What follows belongs to an exercise in optimizing a design on an open flow for small area; a production flow would make more cautious choices. In this exercise RTL edits were held to simulation tests only and were not proved equivalent to the original. No activity file was given, so power comes from the tool's default toggle rates.

run A:
// tlp_loopback_top
module tlp_loopback_top #(
    parameter int FIFO_DEPTH = 8
) (
    input  wire         clk_pcie,
    input  wire         rst,
    input  wire  [63:0] rx_data,
    input  wire  [7:0]  rx_keep,
    input  wire         rx_last,
    input  wire         rx_valid,
    output logic        rx_ready,
    output logic [63:0] tx_data,
    output logic [7:0]  tx_keep,
    output logic        tx_last,
    output logic        tx_valid,
    input  wire         tx_ready
);
export LEC_CHECK = 0
export CAP_MARGIN = 20
export CORE_MARGIN = 2
export CORE_UTILIZATION = 40
export CTS_BUF_LIST = sky130_fd_sc_hd__clkbuf_4
export CTS_CLUSTER_DIAMETER = 40
export CTS_CLUSTER_SIZE = 10
export SLEW_MARGIN = 20
export SYNTH_HIERARCHICAL = 1
export SYNTH_MINIMUM_KEEP_SIZE = 0
create_clock -name core_clock -period 5.0 [get_ports {clk_pcie}]
standard.sh (not shown) runs the stock make flow with config.mk's settings and CLKGATE_MAP_FILE= SYNTH_SCRIPT=/design/flow/synth_recipe.tcl, a recipe that flattens the netlist after the stock synthesis.
==> flow/flow/run.sh <==
#!/bin/bash
# The standard layout (standard.sh) with two changes: the port buffers are plain buf_1
# cells (repair may still size them up), and clock tree synthesis adds no dummy loads.
set -euo pipefail
CTS_ARGS="-sink_clustering_enable -repair_clock_nets -sink_clustering_size 36 -sink_clustering_max_diameter 60 -buf_list sky130_fd_sc_hd__clkbuf_16 -dont_use_dummy_load"
bash standard.sh "BUFFER_PORTS_ARGS=-buffer_cell sky130_fd_sc_hd__buf_1" "CTS_ARGS=${CTS_ARGS}" finish > standard_make.log 2>&1
diff inputs: run A => run B
==> flow/run.sh (new file) <==
#!/bin/bash
# synth_recipe.tcl (not shown) runs the flow's synth.tcl, then flattens the netlist and writes it again
# the make line also repeats each setting of config.mk as NAME=value (left out here)
make -C /OpenROAD-flow-scripts/flow DESIGN_CONFIG=/design/flow/config.mk WORK_HOME=/design/flow/orfs CLKGATE_MAP_FILE= SYNTH_SCRIPT=/design/flow/synth_recipe.tcl finish
removed: flow/flow/run.sh
removed: flow/standard.sh
Notes after the runs:
Run B against run A: total power stayed essentially flat, upper clock frequency limit fell about 8%, worst-case setup margin in the final layout down 0.40 ns, routed wirelength normalized by instance count lost 0.79 um.
Run B: depth of the CTS H-tree is 1 higher than what run A reported.
In the tables for run A and run B, share of power burned in combinational logic reads higher with run B.
Share of the final layout cell area in multi-input gates in run B is 0.31 points below run A.
Measured against each other, run A and run B differ in global-route usage, the higher figure coming from run B.
Looking only at utilization, and setting everything else aside, the lower value of run A and run B goes to run A.
Input-level comparison between run C and run B:
Settings: CTS_CLUSTER_DIAMETER no longer set, was 40; CORE_UTILIZATION now 60, was 40; CTS_BUF_LIST no longer set, was sky130_fd_sc_hd__clkbuf_4; CTS_CLUSTER_SIZE no longer set, was 10.
==> flow/flow/run.sh (new file) <==
#!/bin/bash
# The standard layout (standard.sh) with two changes: the port buffers are plain buf_1
# cells (repair may still size them up), and clock tree synthesis adds no dummy loads.
set -euo pipefail
CTS_ARGS="-sink_clustering_enable -repair_clock_nets -sink_clustering_size 10 -sink_clustering_max_diameter 40 -buf_list sky130_fd_sc_hd__clkbuf_4 -dont_use_dummy_load"
bash standard.sh "BUFFER_PORTS_ARGS=-buffer_cell sky130_fd_sc_hd__buf_1" "CTS_ARGS=${CTS_ARGS}" finish > standard_make.log 2>&1
==> flow/standard.sh (new file) <==
#!/bin/bash
# synth_recipe.tcl (not shown) runs the flow's synth.tcl, then flattens the netlist and writes it again
# the make line also repeats each setting of config.mk as NAME=value (left out here)
make -C /OpenROAD-flow-scripts/flow DESIGN_CONFIG=/design/flow/config.mk WORK_HOME=/design/flow/orfs CLKGATE_MAP_FILE= SYNTH_SCRIPT=/design/flow/synth_recipe.tcl "${@:-finish}"
removed: flow/run.sh
--- outcome ---
Global-route usage was higher in the run labelled run C. For the final RePlAce weighted congestion, run C came in about 0.7% higher than run B did. Between run C and run B, it is run C whose clock tree buffer count of the final layout is lower, by about 11%. Number of tap instances: run C vs run B down 390. In the metrics for run B and run C, the one carrying the lower combinational power share is run C. Slowest cell on the critical path: sky130_fd_sc_hd__and3_4 -> run C, sky130_fd_sc_hd__and2_4 -> run B. Cell area after placement: run C lower than run B. For the maximum resistive drop on vdd, run C came in about 24% higher than run B did.
Relative to run C, the following input files were edited for run D:
Settings: CTS_CLUSTER_SIZE now 20, previously not set; CTS_CLUSTER_DIAMETER now 50, previously not set; CORE_UTILIZATION now 40, was 60; CTS_BUF_LIST now sky130_fd_sc_hd__clkbuf_8, previously not set.
==> flow/run.sh (new file) <==
#!/bin/bash
# synth_recipe.tcl (not shown) runs the flow's synth.tcl, then flattens the netlist and writes it again
# the make line also repeats each setting of config.mk as NAME=value (left out here)
make -C /OpenROAD-flow-scripts/flow DESIGN_CONFIG=/design/flow/config.mk WORK_HOME=/design/flow/orfs CLKGATE_MAP_FILE= SYNTH_SCRIPT=/design/flow/synth_recipe.tcl finish
removed: flow/flow/run.sh
removed: flow/standard.sh
==> comparison <==
Diff run C -> run D: worst hold slack rose by 0.11 ns; cell area rose by about 7%; post-placement setup slack fell by 0.21 ns.
DRC violation count after routing: run C vs run D — no meaningful difference
Compare run C and run D | path length in cells of the critical path higher: run C
Number of vias per cell, run C and run D: higher on run C
Run D supports a lower top clock frequency than run C.
Area after synthesis came out exactly the same in run C and run D.
### run D -> run E
Settings: changing CTS_CLUSTER_DIAMETER from 50 to 40; changing CTS_BUF_LIST from sky130_fd_sc_hd__clkbuf_8 to sky130_fd_sc_hd__clkbuf_4; changing CTS_CLUSTER_SIZE from 20 to 10.
==> flow/flow/run.sh (new file) <==
#!/bin/bash
# The standard layout (standard.sh) with two changes: the port buffers are plain buf_1
# cells (repair may still size them up), and clock tree synthesis adds no dummy loads.
set -euo pipefail
CTS_ARGS="-sink_clustering_enable -repair_clock_nets -sink_clustering_size 30 -sink_clustering_max_diameter 70 -buf_list sky130_fd_sc_hd__clkbuf_16 -dont_use_dummy_load"
bash standard.sh "BUFFER_PORTS_ARGS=-buffer_cell sky130_fd_sc_hd__buf_1" "CTS_ARGS=${CTS_ARGS}" finish > standard_make.log 2>&1
==> flow/standard.sh (new file) <==
#!/bin/bash
# synth_recipe.tcl (not shown) runs the flow's synth.tcl, then flattens the netlist and writes it again
# the make line also repeats each setting of config.mk as NAME=value (left out here)
make -C /OpenROAD-flow-scripts/flow DESIGN_CONFIG=/design/flow/config.mk WORK_HOME=/design/flow/orfs CLKGATE_MAP_FILE= SYNTH_SCRIPT=/design/flow/synth_recipe.tcl "${@:-finish}"
removed: flow/run.sh
- Run E: full flow OK, the timing, DRC and antenna checks passed
- Sort run D and run E by share of cell area taken by multi-input logic gates, ascending, and run D comes first.
- The lower part of the power in the clock network came out of run E.
- Changes observed in run E relative to run D: maximum ir drop on the vdd rail now sits higher, part of the cycle the worst path needs lower, power per cell area decreased about 3%, post-layout total power went down, worst reg2reg path depth shows an increase of 2.
- Clock edge transition at the registers on the reported setup and hold paths (higher): run D
- Against run D, run E reports a slack of the critical path that is higher.
- Cmp run D and run E / clock period minus worst slack / higher: run D

tlp_loopback_top again, from the RTL that the note above started with.
Settings: LEC_CHECK=0, CAP_MARGIN=20, CORE_MARGIN=2, CORE_UTILIZATION=40, CTS_BUF_LIST=sky130_fd_sc_hd__clkbuf_4, CTS_CLUSTER_DIAMETER=40, CTS_CLUSTER_SIZE=10, SLEW_MARGIN=20, SYNTH_HIERARCHICAL=1, SYNTH_MINIMUM_KEEP_SIZE=0; clock period 5.0 ns.
==> flow/flow/run.sh <==
#!/bin/bash
# The standard layout (standard.sh) with two changes: the port buffers are plain buf_1
# cells (repair may still size them up), and clock tree synthesis adds no dummy loads.
set -euo pipefail
CTS_ARGS="-sink_clustering_enable -repair_clock_nets -sink_clustering_size 10 -sink_clustering_max_diameter 40 -buf_list sky130_fd_sc_hd__clkbuf_4 -dont_use_dummy_load"
bash standard.sh "BUFFER_PORTS_ARGS=-buffer_cell sky130_fd_sc_hd__buf_1" "CTS_ARGS=${CTS_ARGS}" finish > standard_make.log 2>&1
Edit:
--- a/flow/flow/run.sh
+++ b/flow/flow/run.sh
@@ -5 +5 @@
-CTS_ARGS="-sink_clustering_enable -repair_clock_nets -sink_clustering_size 10 -sink_clustering_max_diameter 40 -buf_list sky130_fd_sc_hd__clkbuf_4 -dont_use_dummy_load"
+CTS_ARGS="-sink_clustering_enable -repair_clock_nets -sink_clustering_size 6 -sink_clustering_max_diameter 30 -buf_list sky130_fd_sc_hd__clkbuf_2 -dont_use_dummy_load"
After rerunning: The new run passed the timing, DRC and antenna checks. Clock skew grows by 0.084 ns. Sequential power hardly moves. Final area grows by 2.2%. Worst hold slack loses 0.18 ns. Setup slack loses 0.041 ns. Routed wire length grows by 6.0%. Utilization grows by 0.95 points. Die area stays the same.
Edit:
--- a/flow/flow/run.sh
+++ b/flow/flow/run.sh
@@ -5 +5 @@
-CTS_ARGS="-sink_clustering_enable -repair_clock_nets -sink_clustering_size 6 -sink_clustering_max_diameter 30 -buf_list sky130_fd_sc_hd__clkbuf_2 -dont_use_dummy_load"
+CTS_ARGS="-sink_clustering_enable -repair_clock_nets -sink_clustering_size 10 -sink_clustering_max_diameter 40 -buf_list sky130_fd_sc_hd__clkbuf_4 -dont_use_dummy_load"
--- a/flow/config.mk
+++ b/flow/config.mk
@@ -11,3 +11 @@
-export CTS_BUF_LIST = sky130_fd_sc_hd__clkbuf_4
-export CTS_CLUSTER_DIAMETER = 40
-export CTS_CLUSTER_SIZE = 10
+export GPL_TIMING_DRIVEN = 0
=>
- The changed run finished clean
- core utilization came out lower by 0.22 points
- routed wire length falls by 5.0%
- register-to-register slack hardly moves
- power drops by 0.31%
- sequential share of layout area goes up by 0.35 points
- sequential cell count is unchanged
- die area does not change
Edit:
--- a/flow/flow/run.sh
+++ b/flow/flow/run.sh
@@ -5 +5 @@
-CTS_ARGS="-sink_clustering_enable -repair_clock_nets -sink_clustering_size 10 -sink_clustering_max_diameter 40 -buf_list sky130_fd_sc_hd__clkbuf_4 -dont_use_dummy_load"
+CTS_ARGS="-sink_clustering_enable -repair_clock_nets -sink_clustering_size 16 -sink_clustering_max_diameter 50 -buf_list sky130_fd_sc_hd__clkbuf_8 -dont_use_dummy_load"
--- a/flow/config.mk
+++ b/flow/config.mk
@@ -8 +8 @@
-export CAP_MARGIN = 20
+export CAP_MARGIN = 0
@@ -11,2 +11 @@
-export GPL_TIMING_DRIVEN = 0
-export SLEW_MARGIN = 20
+export SLEW_MARGIN = 0
What happened: The changed run ran to the end with no violations. Via count falls by 2.0%. Combinational power falls by 3.7%. Cell count falls by 1.5%. Flip-flop and latch count does not change. Synthesized area does not change. Power rises by 2.2%. Maximum frequency rises by 2.6%.

-- afterwards: timing with drivers on the ports --
How much do the figures lean on ideal ports? The routed layouts below were timed once more, with nothing changed but the port constraints. Step 1: set_driving_cell puts a clkbuf_16 on clk_pcie and a buf_2 on each other input, an assumption about the parent block. Step 2, shift: input delay + t, output delay - t, t = (earliest + latest rising clock arrival at the registers) / 2. This alone moves slack from input paths to output paths. Slacks: ideal ports / drivers / drivers and shift; pairs: ideal ports / drivers.
| run | t (ns) | setup slack, ns | slew at the worst register clock pin (ns) |
|---|---|---|---|
| run A | 0.694 | 0.581 / 0.515 / 1.021 | 0.11 / 0.11 |
| run B | 1.010 | 0.180 / 0.117 / 1.033 | 0.12 / 0.12 |
| run C | 1.023 | 0.322 / 0.266 / 1.161 | 0.10 / 0.10 |
| run D | 0.768 | 0.201 / 0.138 / 0.906 | 0.12 / 0.12 |
| run E | 0.657 | 0.660 / 0.594 / 1.038 | 0.11 / 0.11 |
| the first run of note 2 | 1.037 | 0.228 / 0.166 / 1.005 | 0.11 / 0.11 |
| the second run of note 2 | 1.407 | 0.187 / 0.124 / 0.937 | 0.12 / 0.12 |
| the third run of note 2 | 1.000 | 0.396 / 0.338 / 0.927 | 0.11 / 0.11 |
| the fourth run of note 2 | 0.764 | 0.512 / 0.448 / 1.016 | 0.10 / 0.10 |
After both steps every run listed still meets setup and hold.
